Background: an optimization exercise with open tools, aiming at small area. Do not read the settings as production practice. Function was checked by simulation only, so behaviour that the tests miss may differ from the original. Power figures rest on the tool's default switching activity, not on a simulated workload.

==> flow/design.v <==
`default_nettype none
module regfile_sb #(
  parameter int WIDTH    = 32,
  parameter int DEPTH    = 32,
  parameter bit ZERO_REG = 1'b1,
  parameter bit BYPASS   = 1'b1,
  parameter int AW       = $clog2(DEPTH)
) (
  input  logic             clk,
  input  logic             rst,
  input  logic [AW-1:0]    rs1_addr,
  input  logic [AW-1:0]    rs2_addr,
  output logic [WIDTH-1:0] rs1_data,
  output logic [WIDTH-1:0] rs2_data,
  output logic             rs1_busy,
  output logic             rs2_busy,
  input  logic             wr_en,
  input  logic [AW-1:0]    wr_addr,
  input  logic [WIDTH-1:0] wr_data,
  input  logic             rsv_en,
  input  logic [AW-1:0]    rsv_addr,
  output logic             init_done,
  output logic [AW:0]      busy_cnt
);
  localparam int NREG = 32;
  logic             run_q;
  logic             ph_q;       
  logic [AW:0]      cnt_q;
  logic [NREG-1:1]  busy_q;
  logic [WIDTH-1:0] mem_q [NREG-1:1];
  function automatic logic [NREG-1:1] dec(input logic [AW-1:0] a);
    for (int i = 1; i < NREG; i++) dec[i] = (a == AW'(i));
  endfunction
  logic [NREG-1:1] rsv_hit, rs1_sel_a, rs1_sel_b, rs2_sel_a, rs2_sel_b;
  logic            rs1_nz, rs2_nz, byp1, byp2, wr_ok, rsv_ok;
  assign rsv_hit = dec(rsv_addr) & {(NREG-1){run_q & rsv_en}};
  assign wr_ok   = run_q & wr_en  & (wr_addr  != '0);
  assign rsv_ok  = run_q & rsv_en & (rsv_addr != '0);
  assign rs1_nz  = run_q & (rs1_addr != '0);
  assign rs2_nz  = run_q & (rs2_addr != '0);
  assign byp1    = wr_ok & (rs1_addr == wr_addr);
  assign byp2    = wr_ok & (rs2_addr == wr_addr);
  logic [NREG-1:1] rs1_sel_n, rs2_sel_n;
  assign rs1_sel_n = ~(dec(rs1_addr) & {(NREG-1){run_q}});
  assign rs2_sel_n = ~(dec(rs2_addr) & {(NREG-1){run_q}});
  rf_inv #(NREG-1) u_s1a (.a(rs1_sel_n), .y(rs1_sel_a));
  rf_inv #(NREG-1) u_s1b (.a(rs1_sel_n), .y(rs1_sel_b));
  rf_inv #(NREG-1) u_s2a (.a(rs2_sel_n), .y(rs2_sel_a));
  rf_inv #(NREG-1) u_s2b (.a(rs2_sel_n), .y(rs2_sel_b));
  logic [AW-1:0] idx;
  assign idx = {busy_q[4:1], ph_q};
  always_ff @(posedge clk) begin
    if (!rst) begin
      run_q <= 1'b0;
    end else if (!run_q) begin
      if (idx == AW'(DEPTH - 1)) run_q <= 1'b1;
    end
  end
  always_ff @(posedge clk) begin
    if (!rst) ph_q <= 1'b0;
    else      ph_q <= !ph_q;
  end
  logic [WIDTH-1:0] dcol_a, dcol_b;   
  logic [NREG-1:1]  we_a, we_b, we_n_a, we_n_b;   
  logic [WIDTH-1:0] dcol_n;
  logic [NREG-1:1]  we_raw;
  assign dcol_n = ~((wr_data & {WIDTH{run_q}}) ^ {WIDTH{ph_q}});
  rf_inv #(WIDTH) u_dca (.a(dcol_n), .y(dcol_a));
  rf_inv #(WIDTH) u_dcb (.a(dcol_n), .y(dcol_b));
  assign we_raw = (dec(wr_addr) & {(NREG-1){wr_en}}) | {(NREG-1){!run_q}};
  rf_inv #(NREG-1) u_wea  (.a(~we_raw), .y(we_a));
  rf_inv #(NREG-1) u_web  (.a(~we_raw), .y(we_b));
  rf_inv #(NREG-1) u_wena (.a(we_raw),  .y(we_n_a));
  rf_inv #(NREG-1) u_wenb (.a(we_raw),  .y(we_n_b));
  logic [WIDTH-1:0] nxt [NREG-1:1];
  for (genvar i = 1; i < NREG; i++) begin : g_row
    logic [WIDTH-1:0] d;
    assign nxt[i] = d;
    for (genvar b = 0; b < WIDTH; b++) begin : g_bit
      rf_o22ai u_d (.a1(i <= 16 ? dcol_a[b] : dcol_b[b]),
                    .a2(b < 16 ? we_n_a[i] : we_n_b[i]), .b1(mem_q[i][b]),
                    .b2(b < 16 ? we_a[i] : we_b[i]), .y(d[b]));
    end
    always_ff @(posedge clk) mem_q[i] <= d;
  end
  logic [NREG-1:1] busy_run;
  assign busy_run = (busy_q & we_n_b) | rsv_hit;
  always_ff @(posedge clk) begin
    busy_q[NREG-1:5] <= busy_run[NREG-1:5];
    if (!rst)        busy_q[4:1] <= '0;
    else if (run_q)  busy_q[4:1] <= busy_run[4:1];
    else if (ph_q)   busy_q[4:1] <= busy_q[4:1] + 1'b1;
  end
  logic busy_at_wr, busy_at_rsv, cnt_inc, cnt_dec;
  rf_rd31 u_bzw (.v(busy_q), .s(we_a),    .y(busy_at_wr));
  rf_rd31 u_bzr (.v(busy_q), .s(rsv_hit), .y(busy_at_rsv));
  assign cnt_inc = rsv_ok & !busy_at_rsv;
  assign cnt_dec = run_q & busy_at_wr & !(rsv_en & (rsv_addr == wr_addr));
  always_ff @(posedge clk) begin
    if (!rst) cnt_q <= '0;
    else if (cnt_inc && !cnt_dec) cnt_q <= cnt_q + 1'b1;
    else if (cnt_dec && !cnt_inc) cnt_q <= cnt_q - 1'b1;
  end
  logic             c1_n, c2_n, c1_a, c1_b, c2_a, c2_b;
  assign c1_n = !(!ph_q & rs1_nz);
  assign c2_n = !(!ph_q & rs2_nz);
  rf_inv #(4) u_c (.a({c1_n, c1_n, c2_n, c2_n}), .y({c1_a, c1_b, c2_a, c2_b}));
  for (genvar b = 0; b < WIDTH; b++) begin : g_rd
    logic [31:1] v;
    for (genvar i = 1; i < NREG; i++) begin : g_v
      assign v[i] = nxt[i][b];
    end
    rf_rd31x u_rs1 (.v(v), .s(b < 16 ? rs1_sel_a : rs1_sel_b), .c(b < 16 ? c1_a : c1_b),
                    .y(rs1_data[b]));
    rf_rd31x u_rs2 (.v(v), .s(b < 16 ? rs2_sel_a : rs2_sel_b), .c(b < 16 ? c2_a : c2_b),
                    .y(rs2_data[b]));
  end
  logic bz1, bz2;
  rf_rd31 u_bz1 (.v(busy_q), .s(rs1_sel_b), .y(bz1));
  rf_rd31 u_bz2 (.v(busy_q), .s(rs2_sel_b), .y(bz2));
  assign rs1_busy = bz1 & !byp1;
  assign rs2_busy = bz2 & !byp2;
  assign init_done = run_q;
  assign busy_cnt  = cnt_q;
endmodule
module rf_rd31x (
  input  logic [31:1] v,
  input  logic [31:1] s,
  input  logic        c,
  output logic        y
);
  logic o;
  rf_rd31 u_t (.v(v), .s(s), .y(o));
  rf_xor2 u_y (.a(o), .b(c), .y(y));
endmodule
module rf_rd31 (
  input  logic [31:1] v,
  input  logic [31:1] s,
  output logic        y
);
  logic [9:0] n;
  logic [1:0] p;
  logic       q, m;
  for (genvar g = 0; g < 10; g++) begin : g_t
    rf_a222oi u (.a1(v[3*g+1]), .a2(s[3*g+1]), .b1(v[3*g+2]), .b2(s[3*g+2]),
                 .c1(v[3*g+3]), .c2(s[3*g+3]), .y(n[g]));
  end
  rf_nand2 u_q  (.a(v[31]), .b(s[31]), .y(q));
  rf_nand4 u_p0 (.a(n[0]), .b(n[1]), .c(n[2]), .d(n[3]), .y(p[0]));
  rf_nand4 u_p1 (.a(n[4]), .b(n[5]), .c(n[6]), .d(n[7]), .y(p[1]));
  rf_nor2  u_m  (.a(p[0]), .b(p[1]), .y(m));
  rf_nand4 u_y  (.a(m), .b(n[8]), .c(n[9]), .d(q), .y(y));
endmodule
module rf_a222oi (
  input  logic a1, a2, b1, b2, c1, c2,
  output logic y
);
  assign y = ~((a1 & a2) | (b1 & b2) | (c1 & c2));
endmodule
module rf_o22ai (
  input  logic a1, a2, b1, b2,
  output logic y
);
  assign y = ~((a1 | a2) & (b1 | b2));
endmodule
module rf_nand2 (
  input  logic a, b,
  output logic y
);
  assign y = ~(a & b);
endmodule
module rf_nor2 (
  input  logic a, b,
  output logic y
);
  assign y = ~(a | b);
endmodule
module rf_nand3 (
  input  logic a, b, c,
  output logic y
);
  assign y = ~(a & b & c);
endmodule
module rf_nand4 (
  input  logic a, b, c, d,
  output logic y
);
  assign y = ~(a & b & c & d);
endmodule
module rf_inv #(
  parameter int N = 1
) (
  input  logic [N-1:0] a,
  output logic [N-1:0] y
);
  for (genvar k = 0; k < N; k++) begin : g_k
    rf_inv1 u (.a(a[k]), .y(y[k]));
  end
endmodule
module rf_inv1 (
  input  logic a,
  output logic y
);
  assign y = ~a;
endmodule
module rf_xor2 (
  input  logic a, b,
  output logic y
);
  assign y = a ^ b;
endmodule
`default_nettype wire
clock: 10.0 ns
lec_check: 0
cap_margin: 20
core_margin: 2
core_utilization: 40
cts_buf_list: sky130_fd_sc_hd__clkbuf_16
cts_cluster_diameter: 100
cts_cluster_size: 24
gpl_timing_driven: 0
slew_margin: 20
synth_hierarchical: 1
synth_minimum_keep_size: 0
standard.sh (not shown) runs the stock make flow with config.mk's settings and CLKGATE_MAP_FILE= SYNTH_SCRIPT=/design/flow/synth_recipe.tcl, a recipe that flattens the netlist after the stock synthesis.
==> flow/flow/run.sh <==
#!/bin/bash
# The standard layout (standard.sh, unchanged synthesis), except that:
#  * the ports are buffered with the smallest buffer cell;
#  * the buffers that synthesis (ABC) inserted are removed at floorplan
#    (global placement is not timing-driven, so it does not remove them);
#    repair_design then buffers only what the placed design needs.
set -euo pipefail
bash standard.sh "BUFFER_PORTS_ARGS=-buffer_cell sky130_fd_sc_hd__buf_1" REMOVE_ABC_BUFFERS=1 finish > flow_make.log 2>&1
Next try:
--- a/flow/design.v
+++ b/flow/design.v
@@ -101,19 +101,16 @@
     else if (cnt_inc && !cnt_dec) cnt_q <= cnt_q + 1'b1;
     else if (cnt_dec && !cnt_inc) cnt_q <= cnt_q - 1'b1;
   end
-  logic             c1_n, c2_n, c1_a, c1_b, c2_a, c2_b;
-  assign c1_n = !(!ph_q & rs1_nz);
-  assign c2_n = !(!ph_q & rs2_nz);
-  rf_inv #(4) u_c (.a({c1_n, c1_n, c2_n, c2_n}), .y({c1_a, c1_b, c2_a, c2_b}));
+  logic             c1, c2;
+  assign c1 = !ph_q & rs1_nz;
+  assign c2 = !ph_q & rs2_nz;
   for (genvar b = 0; b < WIDTH; b++) begin : g_rd
     logic [31:1] v;
     for (genvar i = 1; i < NREG; i++) begin : g_v
       assign v[i] = nxt[i][b];
     end
-    rf_rd31x u_rs1 (.v(v), .s(b < 16 ? rs1_sel_a : rs1_sel_b), .c(b < 16 ? c1_a : c1_b),
-                    .y(rs1_data[b]));
-    rf_rd31x u_rs2 (.v(v), .s(b < 16 ? rs2_sel_a : rs2_sel_b), .c(b < 16 ? c2_a : c2_b),
-                    .y(rs2_data[b]));
+    rf_rd31x u_rs1 (.v(v), .s(b < 16 ? rs1_sel_a : rs1_sel_b), .c(c1), .y(rs1_data[b]));
+    rf_rd31x u_rs2 (.v(v), .s(b < 16 ? rs2_sel_a : rs2_sel_b), .c(c2), .y(rs2_data[b]));
   end
   logic bz1, bz2;
   rf_rd31 u_bz1 (.v(busy_q), .s(rs1_sel_b), .y(bz1));
Final cell count is about the same.
Routed wire length increases by 10%.
Worst hold slack barely changes.
Count of clock-buffer cells in the layout came out higher by 1.
Via count went up by 3.5%.
Final area is higher by 0.46%.
Synthesized area hardly moves.
Worst setup slack degrades by 290 ps.
Core utilization goes up by 0.20 points.
Clock power grows by about 4%.
Power climbs by 1.2%.
Global-route usage is higher by 3.1 points.
Die area hardly moves.
Synthesized cell count hardly moves.


alpha:
// regfile_sb: RTL as listed in full above, without the edits since
export LEC_CHECK = 0
export CAP_MARGIN = 20
export CORE_MARGIN = 2
export CORE_UTILIZATION = 40
export CTS_BUF_LIST = sky130_fd_sc_hd__clkbuf_16
export CTS_CLUSTER_DIAMETER = 100
export CTS_CLUSTER_SIZE = 25
export SLEW_MARGIN = 20
export SYNTH_HIERARCHICAL = 1
export SYNTH_MINIMUM_KEEP_SIZE = 0
create_clock -name core_clock -period 10.0 [get_ports {clk}]
==> flow/flow/run.sh <==
#!/bin/bash
# The standard layout (standard.sh, unchanged synthesis), except that the
# ports are buffered with the smallest buffer cell instead of the default.
set -euo pipefail
bash standard.sh "BUFFER_PORTS_ARGS=-buffer_cell sky130_fd_sc_hd__buf_1" finish > flow_make.log 2>&1
#### Input delta (beta over alpha)
diff --git a/flow/design.v b/flow/design.v
--- a/flow/design.v
+++ b/flow/design.v
@@ -98,25 +98,22 @@
   assign cnt_dec = run_q & busy_at_wr & !(rsv_en & (rsv_addr == wr_addr));
   always_ff @(posedge clk) begin
     if (!rst) cnt_q <= '0;
     else if (cnt_inc && !cnt_dec) cnt_q <= cnt_q + 1'b1;
     else if (cnt_dec && !cnt_inc) cnt_q <= cnt_q - 1'b1;
   end
-  logic             c1_n, c2_n, c1_a, c1_b, c2_a, c2_b;
-  assign c1_n = !(!ph_q & rs1_nz);
-  assign c2_n = !(!ph_q & rs2_nz);
-  rf_inv #(4) u_c (.a({c1_n, c1_n, c2_n, c2_n}), .y({c1_a, c1_b, c2_a, c2_b}));
+  logic             c1, c2;
+  assign c1 = !ph_q & rs1_nz;
+  assign c2 = !ph_q & rs2_nz;
   for (genvar b = 0; b < WIDTH; b++) begin : g_rd
     logic [31:1] v;
     for (genvar i = 1; i < NREG; i++) begin : g_v
       assign v[i] = nxt[i][b];
     end
-    rf_rd31x u_rs1 (.v(v), .s(b < 16 ? rs1_sel_a : rs1_sel_b), .c(b < 16 ? c1_a : c1_b),
-                    .y(rs1_data[b]));
-    rf_rd31x u_rs2 (.v(v), .s(b < 16 ? rs2_sel_a : rs2_sel_b), .c(b < 16 ? c2_a : c2_b),
-                    .y(rs2_data[b]));
+    rf_rd31x u_rs1 (.v(v), .s(b < 16 ? rs1_sel_a : rs1_sel_b), .c(c1), .y(rs1_data[b]));
+    rf_rd31x u_rs2 (.v(v), .s(b < 16 ? rs2_sel_a : rs2_sel_b), .c(c2), .y(rs2_data[b]));
   end
   logic bz1, bz2;
   rf_rd31 u_bz1 (.v(busy_q), .s(rs1_sel_b), .y(bz1));
   rf_rd31 u_bz2 (.v(busy_q), .s(rs2_sel_b), .y(bz2));
   assign rs1_busy = bz1 & !byp1;
   assign rs2_busy = bz2 & !byp2;
Notes after the runs:
- Sort alpha and beta by portion of total power attributed to the clock network, ascending, and alpha comes first.
- When beta is set beside alpha, its top achievable clock speed turns out to be 4.1% smaller.
- Worst setup margin ends up lower on beta.
- beta vs alpha, number of DRC markers after the initial detailed-route iteration went up by 11%.
- beta against alpha: cell count now larger, fraction of area in clock buffers and inverters shows an increase of 0.20 points, fraction of final layout cells sized beyond drive strength 1 has increased, post-synthesis share of cell area spent on xor and xnor gates level, met1 layer usage reported by global route went up 2.9 points.
- In terms of height of the chip, alpha and beta differ only marginally.
- beta vs. alpha: overall power after layout up 1.1%; design area went up 1.0%.

## afterwards: timing with drivers on the ports
How much do the figures lean on ideal ports? The routed layouts below were timed once more, with nothing changed but the port constraints. Step 1: set_driving_cell puts a clkbuf_16 on clk and a buf_2 on each other input, an assumption about the parent block. Step 2 also shifts input and output timing later by t, the mid clock arrival at the registers, as if the neighbouring blocks saw the same clock. a / b / c = ideal / step 1 / step 2; a / b = the first two.
run | t (ns) | setup slack, ns | latest minus earliest clock arrival (ns)
the first run of note 1 | 0.727 | 1.093 / 1.073 / 1.073 | 0.044 / 0.044
the second run of note 1 | 0.728 | 0.805 / 0.778 / 0.778 | 0.071 / 0.071
alpha | 0.716 | 1.601 / 1.576 / 1.576 | 0.038 / 0.039
beta | 0.738 | 1.244 / 1.208 / 1.208 | 0.064 / 0.064
After both steps setup and hold are still met in every run listed. For beta, which loses most, drivers alone change the setup slack by -0.036 ns; drivers and shift together by -0.036 ns.
